This design comes from an exercise in tuning for small area on the open sky130 flow, not from production work. At most, simulation tests tie the RTL to the original design; equivalence was not proved. Power is estimated from default activity; no workload was simulated.

==> 08-24 <==
Design door_lock_top, start of the top module:
module door_lock_top (
  input  logic                               clk,
  input  logic                               rst,
  input  logic                               door_open,
  input  logic                               inside_button,
  input  logic                               code_load,
  input  logic [319:0] code_in,       
  input  logic [79:0]           entry_value,   
  input  logic                               entry_valid,
  output logic                               bolt,
  output logic                               beep,
  output logic                               keypad_en,
  output logic [23:0]        display        
);
localparam int NUM_CODES   = 4;    
localparam int CODE_DIGITS = 20;   
localparam int MIN_CODE_LEN = 4;
localparam int MAX_CODE_LEN = 12;
localparam int DEBOUNCE_CYCLES   = 4;    
localparam int BEEP_CYCLES       = 5;    
localparam int WRONG_CYCLES      = 10;   
localparam int LOCKOUT_CYCLES    = 30;
localparam int AUTO_LOCK_CYCLES  = 20;   
localparam int OPEN_ALARM_CYCLES = 15;   
localparam int MAX_TRIES = 5;   
localparam int LIMIT_A = (DEBOUNCE_CYCLES > BEEP_CYCLES) ? DEBOUNCE_CYCLES : BEEP_CYCLES;
localparam int LIMIT_B = (WRONG_CYCLES > LOCKOUT_CYCLES) ? WRONG_CYCLES : LOCKOUT_CYCLES;
localparam int LIMIT_C = (AUTO_LOCK_CYCLES > OPEN_ALARM_CYCLES) ?
                         AUTO_LOCK_CYCLES : OPEN_ALARM_CYCLES;
localparam int LIMIT_AB = (LIMIT_A > LIMIT_B) ? LIMIT_A : LIMIT_B;
localparam int LONGEST_LIMIT = (LIMIT_AB > LIMIT_C) ? LIMIT_AB : LIMIT_C;
localparam int TIMER_W = $clog2(LONGEST_LIMIT + 1);
localparam int TRIES_W = $clog2(MAX_TRIES + 1);
localparam logic [3:0] DIGIT_MARK  = 4'hA;   
localparam logic [3:0] DIGIT_BLANK = 4'hB;
localparam logic [3:0] DIGIT_ERROR = 4'hE;   
localparam logic [3:0] DIGIT_EMPTY = 4'hF;   
localparam int DISPLAY_DIGITS = 6;
localparam logic [23:0] DISPLAY_BLANK = {DISPLAY_DIGITS{DIGIT_BLANK}};
localparam logic [3:0] reset_st = 4'd0;
  ...
clock: 10.0 ns
lec_check: 0
cap_margin: 20
core_margin: 2
core_utilization: 40
slew_margin: 20
run.sh (not shown) runs the stock make flow with config.mk's settings and CLKGATE_MAP_FILE= SYNTH_SCRIPT=/design/flow/synth_recipe.tcl, a recipe that flattens the netlist after the stock synthesis.
==> 08-21: changes against 08-24 <==
--- a/flow/design.v
+++ b/flow/design.v
@@ -33,20 +33,18 @@
 localparam logic [3:0] lockout = 4'd7;
 localparam logic [3:0] entry_beep = 4'd8;
 localparam logic [3:0] debounce_unlock = 4'd9;
 localparam logic [3:0] debounce_lock = 4'd10;
 `timescale 1ns/1ps
 module code_store (
-  input  logic          clk,
-  input  logic          rst,
-  input  logic          code_load,
-  input  logic [319:0]  code_in,      
-  input  logic          check,        
-  output logic [95:0]   mcode,        
-  output logic [1:0]    mf12,         
-  output logic          loaded        
+  input  logic                                  clk,
+  input  logic                                  rst,
+  input  logic                                  code_load,
+  input  logic [319:0]    code_in,    
+  output logic [319:0]    codes,
+  output logic [15:0]                code_len    
 );
 localparam int NUM_CODES   = 4;    
 localparam int CODE_DIGITS = 20;   
 localparam int MIN_CODE_LEN = 4;
 localparam int MAX_CODE_LEN = 12;
 localparam int DEBOUNCE_CYCLES   = 4;    
@@ -78,51 +76,49 @@
 localparam logic [3:0] check_code = 4'd5;
 localparam logic [3:0] wrong_code = 4'd6;
 localparam logic [3:0] lockout = 4'd7;
 localparam logic [3:0] entry_beep = 4'd8;
 localparam logic [3:0] debounce_unlock = 4'd9;
 localparam logic [3:0] debounce_lock = 4'd10;
-  logic [191:0] codes;
-  logic [3:0]   f12;
-  logic [3:0] f12_in;
-  for (genvar s = 0; s < NUM_CODES; s++) begin : g_f12
-    assign f12_in[s] = (code_in[80*s+48 +: 4] == DIGIT_EMPTY);
-  end
+  function automatic logic [3:0] valid_length(input logic [79:0] code);
+    int n;
+    n = CODE_DIGITS;
+    for (int i = CODE_DIGITS - 1; i >= 0; i--) begin
+      if (code[4*i +: 4] == DIGIT_EMPTY) begin
+        n = i;
+      end
+    end
+    if (n < MIN_CODE_LEN || n > MAX_CODE_LEN) begin
+      valid_length = 4'd0;
+    end
+    else begin
+      valid_length = n[3:0];
+    end
+  endfunction
   always_ff @(posedge clk) begin
     if (code_load) begin
-      for (int s = 0; s < NUM_CODES; s++) begin
-        codes[48*s +: 48] <= code_in[80*s +: 48];
-      end
-      f12 <= f12_in;
+      codes <= code_in;
     end
   end
   always_ff @(posedge clk or posedge rst) begin
     if (rst) begin
-      loaded <= 1'b0;   
+      code_len <= '0;   
     end
     else if (code_load) begin
-      loaded <= 1'b1;
+      for (int s = 0; s < NUM_CODES; s++) begin
+        code_len[4*s +: 4] <= valid_length(code_in[4*CODE_DIGITS*s +: 4*CODE_DIGITS]);
+      end
     end
   end
-  logic sel_odd, sel_new, sel_old;
-  assign sel_odd = check;
-  assign sel_new = !check && code_load;
-  assign sel_old = !check && !code_load;
-  for (genvar m = 0; m < 2; m++) begin : g_m
-    assign mcode[48*m +: 48] = ({48{sel_odd}} & codes[48*(2*m+1) +: 48]) |
-                               ({48{sel_new}} & code_in[80*(2*m) +: 48]) |
-                               ({48{sel_old}} & codes[48*(2*m) +: 48]);
-    assign mf12[m] = (sel_odd & f12[2*m+1]) | (sel_new & f12_in[2*m]) | (sel_old & f12[2*m]);
-  end
 endmodule
 `timescale 1ns/1ps
 module code_matcher (
-  input  logic [79:0] entry_value,
-  input  logic [47:0] code,         
-  input  logic        f12,          
-  output logic        code_match
+  input  logic [79:0]           entry_value,
+  input  logic [319:0] codes,
+  input  logic [15:0]             code_len,
+  output logic                               code_match
 );
 localparam int NUM_CODES   = 4;    
 localparam int CODE_DIGITS = 20;   
 localparam int MIN_CODE_LEN = 4;
 localparam int MAX_CODE_LEN = 12;
 localparam int DEBOUNCE_CYCLES   = 4;    
@@ -154,54 +150,39 @@
 localparam logic [3:0] check_code = 4'd5;
 localparam logic [3:0] wrong_code = 4'd6;
 localparam logic [3:0] lockout = 4'd7;
 localparam logic [3:0] entry_beep = 4'd8;
 localparam logic [3:0] debounce_unlock = 4'd9;
 localparam logic [3:0] debounce_lock = 4'd10;
-  localparam int NSHIFT = CODE_DIGITS - MIN_CODE_LEN + 1;
-  logic [MAX_CODE_LEN-1:0] is_empty;
-  logic [MAX_CODE_LEN-1:0] past_len;   
-  logic                    valid;
-  for (genvar j = 0; j < MAX_CODE_LEN; j++) begin : g_empty
-    assign is_empty[j] = (code[4*j +: 4] == DIGIT_EMPTY);
-    if (j < MIN_CODE_LEN) begin : g_low
-      assign past_len[j] = 1'b0;
-    end
-    else if (j == MIN_CODE_LEN) begin : g_first
-      assign past_len[j] = is_empty[j];
-    end
-    else begin : g_next
-      assign past_len[j] = past_len[j-1] | is_empty[j];
-    end
-  end
-  assign valid = !(|is_empty[MIN_CODE_LEN-1:0]) && (past_len[MAX_CODE_LEN-1] || f12);
-  logic [NSHIFT-1:0] shift_hit;
-  for (genvar k = 0; k < NSHIFT; k++) begin : g_shift
-    logic [MAX_CODE_LEN-1:0] digit_ok;
-    for (genvar j = 0; j < MAX_CODE_LEN; j++) begin : g_digit
-      if (k + j < CODE_DIGITS) begin : g_in_range
-        assign digit_ok[j] = past_len[j] || (entry_value[4*(k+j) +: 4] == code[4*j +: 4]);
-      end
-      else begin : g_past_end
-        assign digit_ok[j] = past_len[j];
+  logic [NUM_CODES*(CODE_DIGITS-MIN_CODE_LEN+1)-1:0] shift_hit;
+  for (genvar s = 0; s < NUM_CODES; s++) begin : g_slot
+    for (genvar k = 0; k <= CODE_DIGITS - MIN_CODE_LEN; k++) begin : g_shift
+      logic [MAX_CODE_LEN-1:0] digit_ok;
+      for (genvar j = 0; j < MAX_CODE_LEN; j++) begin : g_digit
+        if (k + j < CODE_DIGITS) begin : g_in_range
+          assign digit_ok[j] = (code_len[4*s +: 4] <= 4'(j)) ||
+                               (entry_value[4*(k+j) +: 4] == codes[4*(CODE_DIGITS*s+j) +: 4]);
+        end
+        else begin : g_past_end
+          assign digit_ok[j] = code_len[4*s +: 4] <= 4'(j);
+        end
       end
+      assign shift_hit[s*(CODE_DIGITS-MIN_CODE_LEN+1)+k] = (code_len[4*s +: 4] != 4'd0) && (&digit_ok);
     end
-    assign shift_hit[k] = &digit_ok;
   end
-  assign code_match = valid && (|shift_hit);
+  assign code_match = |shift_hit;
 endmodule
 `timescale 1ns/1ps
 module door_fsm (
   input  logic                     clk,
   input  logic                     rst,
   input  logic                     door_open,
   input  logic                     inside_button,
   input  logic                     entry_valid,
   input  logic [79:0] entry_value,
   input  logic                     code_match,
-  output logic                     check,        
   output logic                     bolt,
   output logic                     beep,
   output logic                     keypad_en,
   output logic [23:0] display
 );
 localparam int NUM_CODES   = 4;    
@@ -242,13 +223,12 @@
 localparam logic [3:0] debounce_lock = 4'd10;
   logic [3:0]         state;   
   logic [TIMER_W-1:0] timer;   
   logic [TRIES_W-1:0] tries;
   logic               entry_error;
   logic               entry_confirm;
-  assign check = (state == check_code);
   assign entry_error   = entry_valid && (entry_value[3:0] == DIGIT_ERROR);
   assign entry_confirm = entry_valid && (entry_value[3:0] != DIGIT_ERROR);
   function automatic logic [23:0] mark_display(input logic [TRIES_W-1:0] count);
     logic [23:0] disp;
     disp = DISPLAY_BLANK;
     for (int i = 0; i < DISPLAY_DIGITS; i++) begin
@@ -449,50 +429,37 @@
 localparam logic [3:0] check_code = 4'd5;
 localparam logic [3:0] wrong_code = 4'd6;
 localparam logic [3:0] lockout = 4'd7;
 localparam logic [3:0] entry_beep = 4'd8;
 localparam logic [3:0] debounce_unlock = 4'd9;
 localparam logic [3:0] debounce_lock = 4'd10;
-  logic [95:0] mcode;
-  logic [1:0]  mf12;
-  logic        loaded;
-  logic        check;
-  logic [1:0]  slot_hit;
-  logic        pulse_hit;    
-  logic        code_match;
+  logic [319:0] codes;
+  logic [15:0]             code_len;
+  logic                               code_match;
   code_store code_store_i (
     .clk       (clk),
     .rst       (rst),
     .code_load (code_load),
     .code_in   (code_in),
-    .check     (check),
-    .mcode     (mcode),
-    .mf12      (mf12),
-    .loaded    (loaded)
+    .codes     (codes),
+    .code_len  (code_len)
+  );
+  code_matcher code_matcher_i (
+    .entry_value (entry_value),
+    .codes       (codes),
+    .code_len    (code_len),
+    .code_match  (code_match)
   );
-  for (genvar m = 0; m < 2; m++) begin : g_match
-    code_matcher code_matcher_i (
-      .entry_value (entry_value),
-      .code        (mcode[48*m +: 48]),
-      .f12         (mf12[m]),
-      .code_match  (slot_hit[m])
-    );
-  end
-  always_ff @(posedge clk) begin
-    pulse_hit <= |slot_hit;
-  end
-  assign code_match = loaded && (pulse_hit || (|slot_hit));
   door_fsm door_fsm_i (
     .clk           (clk),
     .rst           (rst),
     .door_open     (door_open),
     .inside_button (inside_button),
     .entry_valid   (entry_valid),
     .entry_value   (entry_value),
     .code_match    (code_match),
-    .check         (check),
     .bolt          (bolt),
     .beep          (beep),
     .keypad_en     (keypad_en),
     .display       (display)
   );
 endmodule
==> results.txt <==
area of the mapped netlist=0.0273 mm²; R2R depth=14; Clock Network Area Fraction=0.0230; number of CTS-inserted buffers=24; clock network power=0.841 mW; largest net degree at the start of global routing=97; status=finished clean; tap cells=roughly 870; YS warnings=3; RePlAce Congestion=approximately 0.96; Non-clk bufs=453; sequential share of cell area=0.197; count leader, synth=xnor2_1; multiplexer area fraction after synthesis=0.0803; Clock Buffer Count=30; Hold EP=door_fsm_i.state[2]; n_diodes=2; Total Wirelength=106000 µm
(the above is from 08-24)
==> results.txt <==
clock network power=a little under 1 mW; multiplexer area fraction after synthesis=0; count leader, synth=xor2_1; n_diodes=5; Clock Buffer Count=27; RePlAce Congestion=1.07; status=finished clean; Hold EP=door_fsm_i.tries[2]; Total Wirelength=225000 µm; sequential share of cell area=0.132; YS warnings=2; area of the mapped netlist=0.0453 mm²
(the above is from 08-21)
No functional check of the RTL was part of 08-21.

* * *

==> run C <==
door_lock_top, a different RTL version from the one above (not shown whole).
export LEC_CHECK = 0
export CAP_MARGIN = 20
export CELL_PAD_IN_SITES_DETAIL_PLACEMENT = 1
export CELL_PAD_IN_SITES_GLOBAL_PLACEMENT = 2
export CORE_MARGIN = 2
export CORE_UTILIZATION = 30
export CTS_BUF_LIST = sky130_fd_sc_hd__clkbuf_8
export CTS_CLUSTER_DIAMETER = 60
export CTS_CLUSTER_SIZE = 16
export PLACE_DENSITY = 0.35
export SLEW_MARGIN = 20
export SYNTH_HIERARCHICAL = 1
create_clock -name core_clock -period 10.0 [get_ports {clk}]
standard.sh (not shown) runs the stock make flow with config.mk's settings and CLKGATE_MAP_FILE= SYNTH_SCRIPT=/design/flow/synth_recipe.tcl, a recipe that flattens the netlist after the stock synthesis.
==> flow/flow/run.sh <==
#!/bin/bash
# The standard layout, with the smallest buffer on the ports, a clock tree
# without dummy loads, and the synthesized inv_1 cells drawn as inv_2.
set -euo pipefail
export BUFFER_PORTS_ARGS="-buffer_cell sky130_fd_sc_hd__buf_1"
export CTS_ARGS="-sink_clustering_enable -repair_clock_nets -sink_clustering_size 20 -sink_clustering_max_diameter 60 -buf_list sky130_fd_sc_hd__clkbuf_8 -dont_use_dummy_load"
bash standard.sh synth > standard_synth.log 2>&1
openroad -no_init -exit flow/upsize_inv.tcl > upsize_inv.log 2>&1
bash standard.sh finish > standard_flow.log 2>&1
==> flow/flow/upsize_inv.tcl <==
# Give every inv_1 from synthesis the inv_2 cell: the same area and
# function, with twice the drive, so fewer nets need repair buffers.
set f orfs/results/$::env(FLOW_PLATFORM)/door_lock_top/base/1_synth.odb
read_db $f
set m2 [[ord::get_db] findMaster sky130_fd_sc_hd__inv_2]
set n 0
foreach inst [[ord::get_db_block] getInsts] {
  if {[[$inst getMaster] getName] eq "sky130_fd_sc_hd__inv_1"} {
    $inst swapMaster $m2
    incr n
  }
}
puts "inv_1 cells given inv_2: $n"
write_db $f
==> run A: changes against run C <==
--- a/flow/design.v
+++ b/flow/design.v
@@ -37,15 +37,13 @@
 `timescale 1ns/1ps
 module code_store (
   input  logic          clk,
   input  logic          rst,
   input  logic          code_load,
   input  logic [319:0]  code_in,      
-  input  logic          sel_odd,
-  input  logic          sel_new,
-  input  logic          sel_old,
+  input  logic          check,        
   output logic [95:0]   mcode,        
   output logic [1:0]    mf12,         
   output logic          loaded        
 );
 localparam int NUM_CODES   = 4;    
 localparam int CODE_DIGITS = 20;   
@@ -84,46 +82,47 @@
 localparam logic [3:0] debounce_unlock = 4'd9;
 localparam logic [3:0] debounce_lock = 4'd10;
   logic [3:0] f12_in;
   for (genvar s = 0; s < NUM_CODES; s++) begin : g_f12
     assign f12_in[s] = (code_in[80*s+48 +: 4] == DIGIT_EMPTY);
   end
-  logic [95:0] even_q, odd_q;
-  logic [1:0]  even_f12_q, odd_f12_q;
+  logic [95:0] even_q, even_d;
+  logic [1:0]  even_f12_q, even_f12_d;
+  logic [95:0] odd_q;
+  logic [1:0]  odd_f12_q;
+  for (genvar m = 0; m < 2; m++) begin : g_m
+    assign even_d[48*m +: 48] = (code_in[160*m +: 48] & {48{code_load}}) |
+                                (even_q[48*m +: 48] & {48{!code_load}});
+    assign even_f12_d[m] = (f12_in[2*m] & code_load) | (even_f12_q[m] & !code_load);
+  end
+  always_ff @(posedge clk) begin
+    even_q     <= even_d;
+    even_f12_q <= even_f12_d;
+  end
   always_ff @(posedge clk) begin
     if (code_load) begin
-      even_q[47:0]  <= code_in[47:0];
-      even_q[95:48] <= code_in[207:160];
-      even_f12_q    <= {f12_in[2], f12_in[0]};
-      odd_q[47:0]   <= code_in[127:80];
-      odd_q[95:48]  <= code_in[287:240];
-      odd_f12_q     <= {f12_in[3], f12_in[1]};
+      odd_q[47:0]  <= code_in[127:80];
+      odd_q[95:48] <= code_in[287:240];
+      odd_f12_q    <= {f12_in[3], f12_in[1]};
     end
   end
   always_ff @(posedge clk or posedge rst) begin
     if (rst) begin
       loaded <= 1'b0;   
     end
     else if (code_load) begin
       loaded <= 1'b1;
     end
   end
-  logic [95:0] even_in;
-  logic [1:0]  even_f12_in;
-  assign even_in     = {code_in[207:160], code_in[47:0]};
-  assign even_f12_in = {f12_in[2], f12_in[0]};
-  assign mcode = (odd_q & {96{sel_odd}}) | (even_in & {96{sel_new}}) | (even_q & {96{sel_old}});
-  assign mf12    = (odd_f12_q & {2{sel_odd}}) | (even_f12_in & {2{sel_new}}) |
-                   (even_f12_q & {2{sel_old}});
+  assign mcode   = (odd_q & {96{check}}) | (even_d & {96{!check}});
+  assign mf12  = (odd_f12_q & {2{check}}) | (even_f12_d & {2{!check}});
 endmodule
 `timescale 1ns/1ps
 module code_matcher (
   input  logic [79:0] entry_value,
-  input  logic [79:0] entry_n,      
   input  logic [47:0] code,         
-  input  logic [47:0] code_n,       
   input  logic        f12,          
   output logic        code_match
 );
 localparam int NUM_CODES   = 4;    
 localparam int CODE_DIGITS = 20;   
 localparam int MIN_CODE_LEN = 4;
@@ -181,14 +180,13 @@
   for (genvar k = 0; k < NSHIFT; k++) begin : g_shift
     logic [MAX_CODE_LEN-1:0] digit_ok;
     for (genvar j = 0; j < MAX_CODE_LEN; j++) begin : g_digit
       if (k + j < CODE_DIGITS) begin : g_in_range
         logic [3:0] bit_eq;
         for (genvar b = 0; b < 4; b++) begin : g_bit
-          assign bit_eq[b] = !((entry_value[4*(k+j)+b] | code[4*j+b]) &
-                               (entry_n[4*(k+j)+b] | code_n[4*j+b]));
+          assign bit_eq[b] = (entry_value[4*(k+j)+b] == code[4*j+b]);
         end
         assign digit_ok[j] = past_len[j] || (&bit_eq);
       end
       else begin : g_past_end
         assign digit_ok[j] = past_len[j];
       end
@@ -202,31 +200,30 @@
   input  logic        clk,
   input  logic        rst,
   input  logic        door_open,
   input  logic        inside_button,
   input  logic        entry_valid,
   input  logic [79:0] entry_value,
-  input  logic        code_match,   
+  input  logic        code_match,
   output logic        check,        
   output logic        bolt,
   output logic        beep,
   output logic        keypad_en,
   output logic [23:0] display
 );
   localparam logic [4-1:0] S_RESET   = 4'd1;
-  localparam logic [4-1:0] S_LOCKED  = 4'd11;
-  localparam logic [4-1:0] S_AJAR    = 4'd6;
-  localparam logic [4-1:0] S_OPEN    = 4'd2;
-  localparam logic [4-1:0] S_ALARM   = 4'd4;
-  localparam logic [4-1:0] S_CHECK   = 4'd12;
-  localparam logic [4-1:0] S_WRONG   = 4'd10;
-  localparam logic [4-1:0] S_LOCKOUT = 4'd5;
-  localparam logic [4-1:0] S_BEEP    = 4'd0;
-  localparam logic [4-1:0] S_DEB_UN  = 4'd8;
+  localparam logic [4-1:0] S_LOCKED  = 4'd0;
+  localparam logic [4-1:0] S_AJAR    = 4'd2;
+  localparam logic [4-1:0] S_OPEN    = 4'd4;
+  localparam logic [4-1:0] S_ALARM   = 4'd5;
+  localparam logic [4-1:0] S_CHECK   = 4'd8;
+  localparam logic [4-1:0] S_WRONG   = 4'd9;
+  localparam logic [4-1:0] S_LOCKOUT = 4'd13;
+  localparam logic [4-1:0] S_BEEP    = 4'd15;
+  localparam logic [4-1:0] S_DEB_UN  = 4'd10;
   localparam logic [4-1:0] S_DEB_LK  = 4'd7;
-  localparam logic [4-1:0] S_DECIDE  = 4'd3;
   logic [4-1:0] state, state_n;
   logic [4:0] timer, timer_n;
   logic [2:0] tries, tries_n;
   logic       tclr;    
   logic entry_error;
   assign entry_error = entry_valid && (entry_value[3:0] == 4'hE);
@@ -252,25 +249,13 @@
           state_n = S_CHECK;
           tries_n = tries + 3'd1;
         end
       end
       S_CHECK: begin
         tclr = 1'b1;
-        state_n = S_DECIDE;
-      end
-      S_DECIDE: begin
-        if (!code_match)        state_n = S_WRONG;
-        else if (inside_button) begin
-          tclr = 1'b1;
-          state_n = S_DEB_LK;
-        end
-        else if (door_open) begin
-          tclr = 1'b1;
-          state_n = S_OPEN;
-        end
-        else                    state_n = S_AJAR;
+        state_n = code_match ? S_AJAR : S_WRONG;
       end
       S_WRONG: begin
         if (at(timer, 10)) begin
           tclr = 1'b1;
           state_n = (tries >= 3'd5) ? S_LOCKOUT : S_LOCKED;
         end
@@ -324,34 +309,34 @@
     endcase
   end
   assign timer_n = tclr ? 5'd0 : timer + 5'd1;
   always_ff @(posedge clk or posedge rst) begin
     if (rst) begin
       state <= S_RESET;
+      timer <= '0;
+      tries <= '0;
     end
     else begin
       state <= state_n;
+      timer <= timer_n;
+      tries <= tries_n;
     end
   end
-  always_ff @(posedge clk) begin
-    timer <= timer_n;
-    tries <= tries_n;
-  end
   assign check = (state == S_CHECK);
-  logic in_wrong, in_lockout;
-  assign in_wrong   = (state == S_WRONG) || ((state == S_DECIDE) && !code_match);
-  assign in_lockout = (state == S_LOCKOUT);
+  logic wrong, lockout;
+  assign wrong   = (state == S_WRONG);
+  assign lockout = (state == S_LOCKOUT);
   assign keypad_en = (state == S_LOCKED);
   assign beep = (state == S_BEEP) || (state == S_ALARM);
   assign bolt = (state == S_LOCKED) || (state == S_CHECK) || (state == S_DEB_UN) ||
-                in_wrong || in_lockout || (state == S_BEEP);
+                wrong || lockout || (state == S_BEEP);
   for (genvar i = 0; i < 6; i++) begin : g_disp
     assign display[4*i+3] = 1'b1;
     assign display[4*i+2] = 1'b0;
     assign display[4*i+1] = 1'b1;
-    assign display[4*i]   = !((in_wrong && (tries > 3'(i))) || (in_lockout && (i < 5)));
+    assign display[4*i]   = !((wrong && (tries > 3'(i))) || (lockout && (i < 5)));
   end
 endmodule
 `timescale 1ns/1ps
 module door_lock_top (
   input  logic                               clk,
   input  logic                               rst,
@@ -404,61 +389,45 @@
 localparam logic [3:0] debounce_lock = 4'd10;
   logic [95:0] mcode;
   logic [1:0]  mf12;
   logic        loaded;
   logic        check;
   logic [1:0]  slot_hit;
-  logic        pulse_hit;
+  logic        pulse_hit;    
   logic        code_match;
-  logic [95:0] mcode_n;
   code_store code_store_i (
     .clk       (clk),
     .rst       (rst),
     .code_load (code_load),
     .code_in   (code_in),
-    .sel_odd   (check),
-    .sel_new   (!check && code_load),
-    .sel_old   (!check && !code_load),
+    .check     (check),
     .mcode     (mcode),
     .mf12      (mf12),
     .loaded    (loaded)
   );
-  logic [79:0] entry_n;
-  assign entry_n = ~entry_value;
-  inv_bank #(.W(96)) code_inv_i (.a(mcode), .y(mcode_n));
   for (genvar m = 0; m < 2; m++) begin : g_match
     code_matcher code_matcher_i (
       .entry_value (entry_value),
-      .entry_n     (entry_n),
       .code        (mcode[48*m +: 48]),
-      .code_n      (mcode_n[48*m +: 48]),
       .f12         (mf12[m]),
       .code_match  (slot_hit[m])
     );
   end
   always_ff @(posedge clk) begin
-    pulse_hit <= check ? code_match : (|slot_hit);
+    pulse_hit <= |slot_hit;
   end
   assign code_match = loaded && (pulse_hit || (|slot_hit));
   door_fsm door_fsm_i (
     .clk           (clk),
     .rst           (rst),
     .door_open     (door_open),
     .inside_button (inside_button),
     .entry_valid   (entry_valid),
     .entry_value   (entry_value),
-    .code_match    (pulse_hit),
+    .code_match    (code_match),
     .check         (check),
     .bolt          (bolt),
     .beep          (beep),
     .keypad_en     (keypad_en),
     .display       (display)
   );
 endmodule
-module inv_bank #(
-  parameter int W = 1
-) (
-  input  logic [W-1:0] a,
-  output logic [W-1:0] y
-);
-  assign y = ~a;
-endmodule
==> flow/flow/run.sh (replaced) <==
#!/bin/bash
# The standard layout, with the smallest buffer on the ports.
set -euo pipefail
export BUFFER_PORTS_ARGS="-buffer_cell sky130_fd_sc_hd__buf_1"
bash standard.sh finish > standard_flow.log 2>&1
CTS_BUF_LIST = unset   (was sky130_fd_sc_hd__clkbuf_8)
CTS_CLUSTER_DIAMETER = unset   (was 60)
CTS_CLUSTER_SIZE = unset   (was 16)
removed: flow/flow/upsize_inv.tcl
==> run R: changes against run C <==
--- a/flow/design.v
+++ b/flow/design.v
@@ -37,16 +37,15 @@
 `timescale 1ns/1ps
 module code_store (
   input  logic          clk,
   input  logic          rst,
   input  logic          code_load,
   input  logic [319:0]  code_in,      
-  input  logic          sel_odd,
-  input  logic          sel_new,
-  input  logic          sel_old,
+  input  logic          check,        
   output logic [95:0]   mcode,        
+  output logic [95:0]   mcode_n,      
   output logic [1:0]    mf12,         
   output logic          loaded        
 );
 localparam int NUM_CODES   = 4;    
 localparam int CODE_DIGITS = 20;   
 localparam int MIN_CODE_LEN = 4;
@@ -84,39 +83,43 @@
 localparam logic [3:0] debounce_unlock = 4'd9;
 localparam logic [3:0] debounce_lock = 4'd10;
   logic [3:0] f12_in;
   for (genvar s = 0; s < NUM_CODES; s++) begin : g_f12
     assign f12_in[s] = (code_in[80*s+48 +: 4] == DIGIT_EMPTY);
   end
-  logic [95:0] even_q, odd_q;
-  logic [1:0]  even_f12_q, odd_f12_q;
+  logic [95:0] even_q, even_d;
+  logic [1:0]  even_f12_q, even_f12_d;
+  logic [95:0] odd_q;
+  logic [1:0]  odd_f12_q;
+  for (genvar m = 0; m < 2; m++) begin : g_m
+    assign even_d[48*m +: 48] = (code_in[160*m +: 48] & {48{code_load}}) |
+                                (even_q[48*m +: 48] & {48{!code_load}});
+    assign even_f12_d[m] = (f12_in[2*m] & code_load) | (even_f12_q[m] & !code_load);
+  end
+  always_ff @(posedge clk) begin
+    even_q     <= even_d;
+    even_f12_q <= even_f12_d;
+  end
   always_ff @(posedge clk) begin
     if (code_load) begin
-      even_q[47:0]  <= code_in[47:0];
-      even_q[95:48] <= code_in[207:160];
-      even_f12_q    <= {f12_in[2], f12_in[0]};
-      odd_q[47:0]   <= code_in[127:80];
-      odd_q[95:48]  <= code_in[287:240];
-      odd_f12_q     <= {f12_in[3], f12_in[1]};
+      odd_q[47:0]  <= code_in[127:80];
+      odd_q[95:48] <= code_in[287:240];
+      odd_f12_q    <= {f12_in[3], f12_in[1]};
     end
   end
   always_ff @(posedge clk or posedge rst) begin
     if (rst) begin
       loaded <= 1'b0;   
     end
     else if (code_load) begin
       loaded <= 1'b1;
     end
   end
-  logic [95:0] even_in;
-  logic [1:0]  even_f12_in;
-  assign even_in     = {code_in[207:160], code_in[47:0]};
-  assign even_f12_in = {f12_in[2], f12_in[0]};
-  assign mcode = (odd_q & {96{sel_odd}}) | (even_in & {96{sel_new}}) | (even_q & {96{sel_old}});
-  assign mf12    = (odd_f12_q & {2{sel_odd}}) | (even_f12_in & {2{sel_new}}) |
-                   (even_f12_q & {2{sel_old}});
+  assign mcode   = (odd_q & {96{check}}) | (even_d & {96{!check}});
+  assign mcode_n = ~mcode;
+  assign mf12  = (odd_f12_q & {2{check}}) | (even_f12_d & {2{!check}});
 endmodule
 `timescale 1ns/1ps
 module code_matcher (
   input  logic [79:0] entry_value,
   input  logic [79:0] entry_n,      
   input  logic [47:0] code,         
@@ -324,21 +327,21 @@
     endcase
   end
   assign timer_n = tclr ? 5'd0 : timer + 5'd1;
   always_ff @(posedge clk or posedge rst) begin
     if (rst) begin
       state <= S_RESET;
+      timer <= '0;
+      tries <= '0;
     end
     else begin
       state <= state_n;
+      timer <= timer_n;
+      tries <= tries_n;
     end
   end
-  always_ff @(posedge clk) begin
-    timer <= timer_n;
-    tries <= tries_n;
-  end
   assign check = (state == S_CHECK);
   logic in_wrong, in_lockout;
   assign in_wrong   = (state == S_WRONG) || ((state == S_DECIDE) && !code_match);
   assign in_lockout = (state == S_LOCKOUT);
   assign keypad_en = (state == S_LOCKED);
   assign beep = (state == S_BEEP) || (state == S_ALARM);
@@ -406,28 +409,26 @@
   logic [1:0]  mf12;
   logic        loaded;
   logic        check;
   logic [1:0]  slot_hit;
   logic        pulse_hit;
   logic        code_match;
+  logic [79:0] entry_n;
   logic [95:0] mcode_n;
+  assign entry_n = ~entry_value;
   code_store code_store_i (
     .clk       (clk),
     .rst       (rst),
     .code_load (code_load),
     .code_in   (code_in),
-    .sel_odd   (check),
-    .sel_new   (!check && code_load),
-    .sel_old   (!check && !code_load),
+    .check     (check),
     .mcode     (mcode),
+    .mcode_n   (mcode_n),
     .mf12      (mf12),
     .loaded    (loaded)
   );
-  logic [79:0] entry_n;
-  assign entry_n = ~entry_value;
-  inv_bank #(.W(96)) code_inv_i (.a(mcode), .y(mcode_n));
   for (genvar m = 0; m < 2; m++) begin : g_match
     code_matcher code_matcher_i (
       .entry_value (entry_value),
       .entry_n     (entry_n),
       .code        (mcode[48*m +: 48]),
       .code_n      (mcode_n[48*m +: 48]),
@@ -451,14 +452,6 @@
     .bolt          (bolt),
     .beep          (beep),
     .keypad_en     (keypad_en),
     .display       (display)
   );
 endmodule
-module inv_bank #(
-  parameter int W = 1
-) (
-  input  logic [W-1:0] a,
-  output logic [W-1:0] y
-);
-  assign y = ~a;
-endmodule
==> flow/flow/run.sh (replaced) <==
#!/bin/bash
# The standard layout, with the smallest buffer on the ports and a clock
# tree without dummy loads.
set -euo pipefail
export BUFFER_PORTS_ARGS="-buffer_cell sky130_fd_sc_hd__buf_1"
export CTS_ARGS="-sink_clustering_enable -repair_clock_nets -sink_clustering_size 16 -sink_clustering_max_diameter 60 -buf_list sky130_fd_sc_hd__clkbuf_8 -dont_use_dummy_load"
bash standard.sh finish > standard_flow.log 2>&1
removed: flow/flow/upsize_inv.tcl
==> flow_metrics.env <==
export IMPL_run_status="finished clean"
export IMPL_seq_area_share_pct=24.3
export IMPL_combPwrFrac_pct=64.1
export IMPL_synth_compound_area_share_pct=45.7
[end of results for run C]
==> flow_metrics.env <==
export IMPL_p_seq_mw=1.08
export IMPL_run_status="finished clean"
export IMPL_dominant_cells="multi-input gates"
export IMPL_synth_compound_area_share_pct=41.7
export IMPL_path_buf_inv=4
export IMPL_postCtsSetupRepairBufs=0
export IMPL_seq_area_share_pct=19.9
export IMPL_clk_latency_ps=690
export IMPL_combPwrFrac_pct=62.6
[end of results for run R]
==> flow_metrics.env <==
export IMPL_synth_most_common_cell="xor2_1"
export IMPL_seq_area_share_pct=18.5
export IMPL_switching_share_pct=52.2
export IMPL_cap_violations=0
export IMPL_rr_endpoint="door_fsm_i.state[1]$_DFFE_PP0P_"
export IMPL_cts_max_level=1
export IMPL_run_status="finished clean"
export IMPL_synth_compound_area_share_pct=5.87
[end of results for run A]
The RTL of run A was laid out without a check of its function.

==> static timing again, ports no longer ideal <==
No port has a modelled driver above. Below, the same layouts with a new extraction and two added sets of constraints. Step 1 sets driving cells, clkbuf_16 on the clock port and buf_2 on the other inputs (assumed; they add their load-dependent delay and slew). Step 2 also shifts input and output timing later by t, the mid clock arrival at the registers, as if the neighbouring blocks saw the same clock. a / b / c = ideal / step 1 / step 2; a / b = the first two.
run	t (ns)	setup slack, ns	hold WS [ns]
08-24	0.615	3.292 / 3.309 / 2.694	0.435 / 0.435 / 0.435
08-21	0.650	4.044 / 4.088 / 3.438	0.573 / 0.573 / 0.573
run C	0.685	2.293 / 2.346 / 1.661	0.504 / 0.504 / 0.504
run A	0.591	2.499 / 2.536 / 1.945	0.465 / 0.465 / 0.465
run R	0.724	2.877 / 2.919 / 2.196	0.469 / 0.469 / 0.469
After both steps setup and hold are still met in every run listed. For run R, which loses most, drivers alone change the setup slack by +0.042 ns; drivers and shift together by -0.681 ns.
